This design comes from an exercise in tuning for small area, a short achievable clock period and few clock cycles per item on the open sky130 flow, not from production work. At most, simulation tests tie the RTL to the original design; equivalence was not proved.

==> flow/design.v (excerpt) <==
module ifft_core #(
    parameter int N     = 16,
    parameter int LOG2N = 4,
    parameter int DW    = 8,
    parameter int TW    = 8
) (
    input  logic          clk,
    input  logic          rst,
    input  logic          in_valid,
    output logic          in_ready,
    input  logic [DW-1:0] in_re,
    input  logic [DW-1:0] in_im,
    output logic          out_valid,
    input  logic          out_ready,
    output logic [DW-1:0] out_re,
    output logic [DW-1:0] out_im,
    output logic          out_last,
    output logic          busy
);
clock: 15.0 ns
lec_check: 0
cap_margin: 20
core_margin: 2
core_utilization: 25
place_density: 0.45
slew_margin: 20
standard.sh (not shown) runs the stock make flow with config.mk's settings and CLKGATE_MAP_FILE= SYNTH_SCRIPT=/design/flow/synth_recipe.tcl, a recipe that flattens the netlist after the stock synthesis.
==> flow/flow/run.sh <==
#!/bin/bash
# Standard layout, with timing repair asked to leave SETUP_SLACK_MARGIN ns of
# setup slack at the design's clock (so it works towards a shorter period),
# and a clock tree of smaller buffers without dummy balancing loads.
# The synthesis is the standard one, unchanged. Each step's output goes to a log here.
set -euo pipefail
MARGIN=$(cat flow/margin.txt)
CTS="$(cat flow/cts_args.txt)"
bash standard.sh synth > synth.log 2>&1
bash standard.sh SETUP_SLACK_MARGIN="$MARGIN" CTS_ARGS="$CTS" finish > layout.log 2>&1
==> flow/flow/cts_args.txt <==
-sink_clustering_enable -repair_clock_nets -dont_use_dummy_load -sink_clustering_size 24 -buf_list sky130_fd_sc_hd__clkbuf_8
==> flow/flow/margin.txt <==
10.6
The first run passed the timing, DRC and antenna checks.
Testbench counts at the start, summed over its fixed seeds: cycles 4,360, frames 256.
Next try:
--- a/flow/design.v
+++ b/flow/design.v
@@ -224,32 +224,32 @@
         ctl[C_KQ2] = t2m[1];
         ctl[C_KR2] = t2m[0];
         ctl[C_S2]  = t2[2];
         ctl[C_H3]  = t3m[3];
         ctl[C_K3 +: 3] = t3m[2:0];
         ctl[C_S3]  = t3[3];
         ctl[C_OLST] = (n == 4'd14);
         ctl[C_OSEL] = (n == 4'd0) || (n >= 4'd15);
     endfunction
-    logic          adv_q, in_ready_q, busy_q;
+    logic          adv_q, in_ready_n_q, busy_q;
     logic [3:0]    icnt_q, acnt_q;
     logic          ph_q, f0_q, f1_q, f2_q;
     logic          iv_q, hv_q, sv_q;
     logic [1:0]    nowed_q;
     logic [NC-1:0] c_q;
     logic          adv_d, in_ready_d, busy_d;
-    logic [3:0]    icnt_d, acnt_d;
+    logic [3:0]    icnt_d;
     logic          ph_d, f0_d, f1_d, f2_d;
     logic          iv_d, hv_d, sv_d;
     logic [1:0]    nowed_d;
     logic          accept, ir_take, out_real, ohs, wr, h_en, s_from_p;
     always_comb begin
-        accept  = in_valid && in_ready_q;
+        accept  = in_valid && !in_ready_n_q;
         ohs     = hv_q && out_ready;
         ir_take = adv_q && ((icnt_q == 4'd0) ? iv_q : !ph_q);
         out_real = c_q[C_OSEL] ? f1_q : f2_q;
         wr       = adv_q && out_real;
         iv_d   = accept || (iv_q && !ir_take);
         icnt_d = icnt_q + 4'(adv_q);
         ph_d   = ph_q;
         f0_d   = f0_q;
         f1_d   = f1_q;
@@ -258,57 +258,61 @@
             ph_d = !iv_q;
             f0_d = iv_q;
             f1_d = f0_q;
             f2_d = f1_q;
         end
         h_en     = !hv_q || out_ready;
         s_from_p = !sv_q && wr && hv_q && !out_ready;
         sv_d     = sv_q ? !h_en : s_from_p;
         hv_d     = h_en ? (sv_q || wr) : 1'b1;
-        acnt_d  = acnt_q + 4'(accept);
         nowed_d = nowed_q + 2'(accept && (acnt_q == 4'd15)) - 2'(ohs && out_last);
         busy_d  = (nowed_d != 2'd0);
         adv_d = !sv_d && ((icnt_d == 4'd0) ? (iv_d || f0_d || f1_d) : (ph_d || iv_d));
         in_ready_d = !iv_d || (!sv_d && ((icnt_d == 4'd0) || !ph_d));
     end
     always_ff @(posedge clk or negedge rst) begin
         if (!rst) begin
             adv_q      <= 1'b0;
-            in_ready_q <= 1'b1;
+            in_ready_n_q <= 1'b0;
             busy_q     <= 1'b0;
             icnt_q     <= '0;
-            acnt_q     <= '0;
             ph_q       <= 1'b0;
             f0_q       <= 1'b0;
             f1_q       <= 1'b0;
             f2_q       <= 1'b0;
             iv_q       <= 1'b0;
             hv_q       <= 1'b0;
             sv_q       <= 1'b0;
             nowed_q    <= '0;
             c_q        <= ctl(4'd0);
         end else begin
             adv_q      <= adv_d;
-            in_ready_q <= in_ready_d;
+            in_ready_n_q <= !in_ready_d;
             busy_q     <= busy_d;
             icnt_q     <= icnt_d;
-            acnt_q     <= acnt_d;
             ph_q       <= ph_d;
             f0_q       <= f0_d;
             f1_q       <= f1_d;
             f2_q       <= f2_d;
             iv_q       <= iv_d;
             hv_q       <= hv_d;
             sv_q       <= sv_d;
             nowed_q    <= nowed_d;
             if (adv_q) c_q <= ctl(icnt_q + 4'd1);
         end
     end
+    always_ff @(posedge clk or negedge rst) begin
+        if (!rst) begin
+            acnt_q <= '0;
+        end else if (accept) begin
+            acnt_q <= acnt_q + 4'd1;
+        end
+    end
     logic [7:0] ir_re, ir_im;
     always_ff @(posedge clk) begin
         if (accept) begin
             ir_re <= in_re;
             ir_im <= in_im;
         end
     end
     logic [7:0] dx03_re [7];
     logic [7:0] dx03_im [7];
@@ -532,16 +536,16 @@
             h_im   <= sv_q ? s_im : o3_im;
             h_last <= sv_q ? s_last : c_q[C_OLST];
         end
         if (s_from_p) begin
             s_re   <= o3_re;
             s_im   <= o3_im;
             s_last <= c_q[C_OLST];
         end
     end
-    assign in_ready  = in_ready_q;
+    assign in_ready  = !in_ready_n_q;
     assign busy      = busy_q;
     assign out_valid = hv_q;
     assign out_last  = h_last;
     assign out_re    = h_re;
     assign out_im    = h_im;
 endmodule
Critical path depth climbs by 18; design area climbs by 0.91%; wire length climbs by about 3%; global-route usage grows by 0.19 points; cell count increases by about 0.66%; worst setup slack gets worse by 0.032 ns; synthesized cell count rises by about 0.4%; flip-flop and latch count stays the same; clock skew rose by 0.021 ns.
No functional check of the RTL was part of the second run of this note.

-- separate check: timing with driven ports --
No port has a modelled driver above. Below, the same layouts with a new extraction and two added sets of constraints. Step 1 sets driving cells, clkbuf_16 on the clock port and buf_2 on the other inputs (assumed; they add their load-dependent delay and slew). Step 2 times the ports against the registers' clock, not the clock port: input delays grow and output delays shrink by t, the midpoint of the rising clock arrivals with the driver on. Three values: ideal ports, drivers, drivers and shift; two values: the first two.
| run | t (ns) | setup slack, ns | pins driven straight from the clock port |
|---|---|---|---|
| the first run | 0.811 | 10.522 / 10.457 / 9.879 | 1 |
| the second run | 0.822 | 10.489 / 10.489 / 9.998 | 1 |
After both steps every run listed still meets setup and hold. For the first run, which loses most, drivers alone change the setup slack by -0.065 ns; drivers and shift together by -0.643 ns.
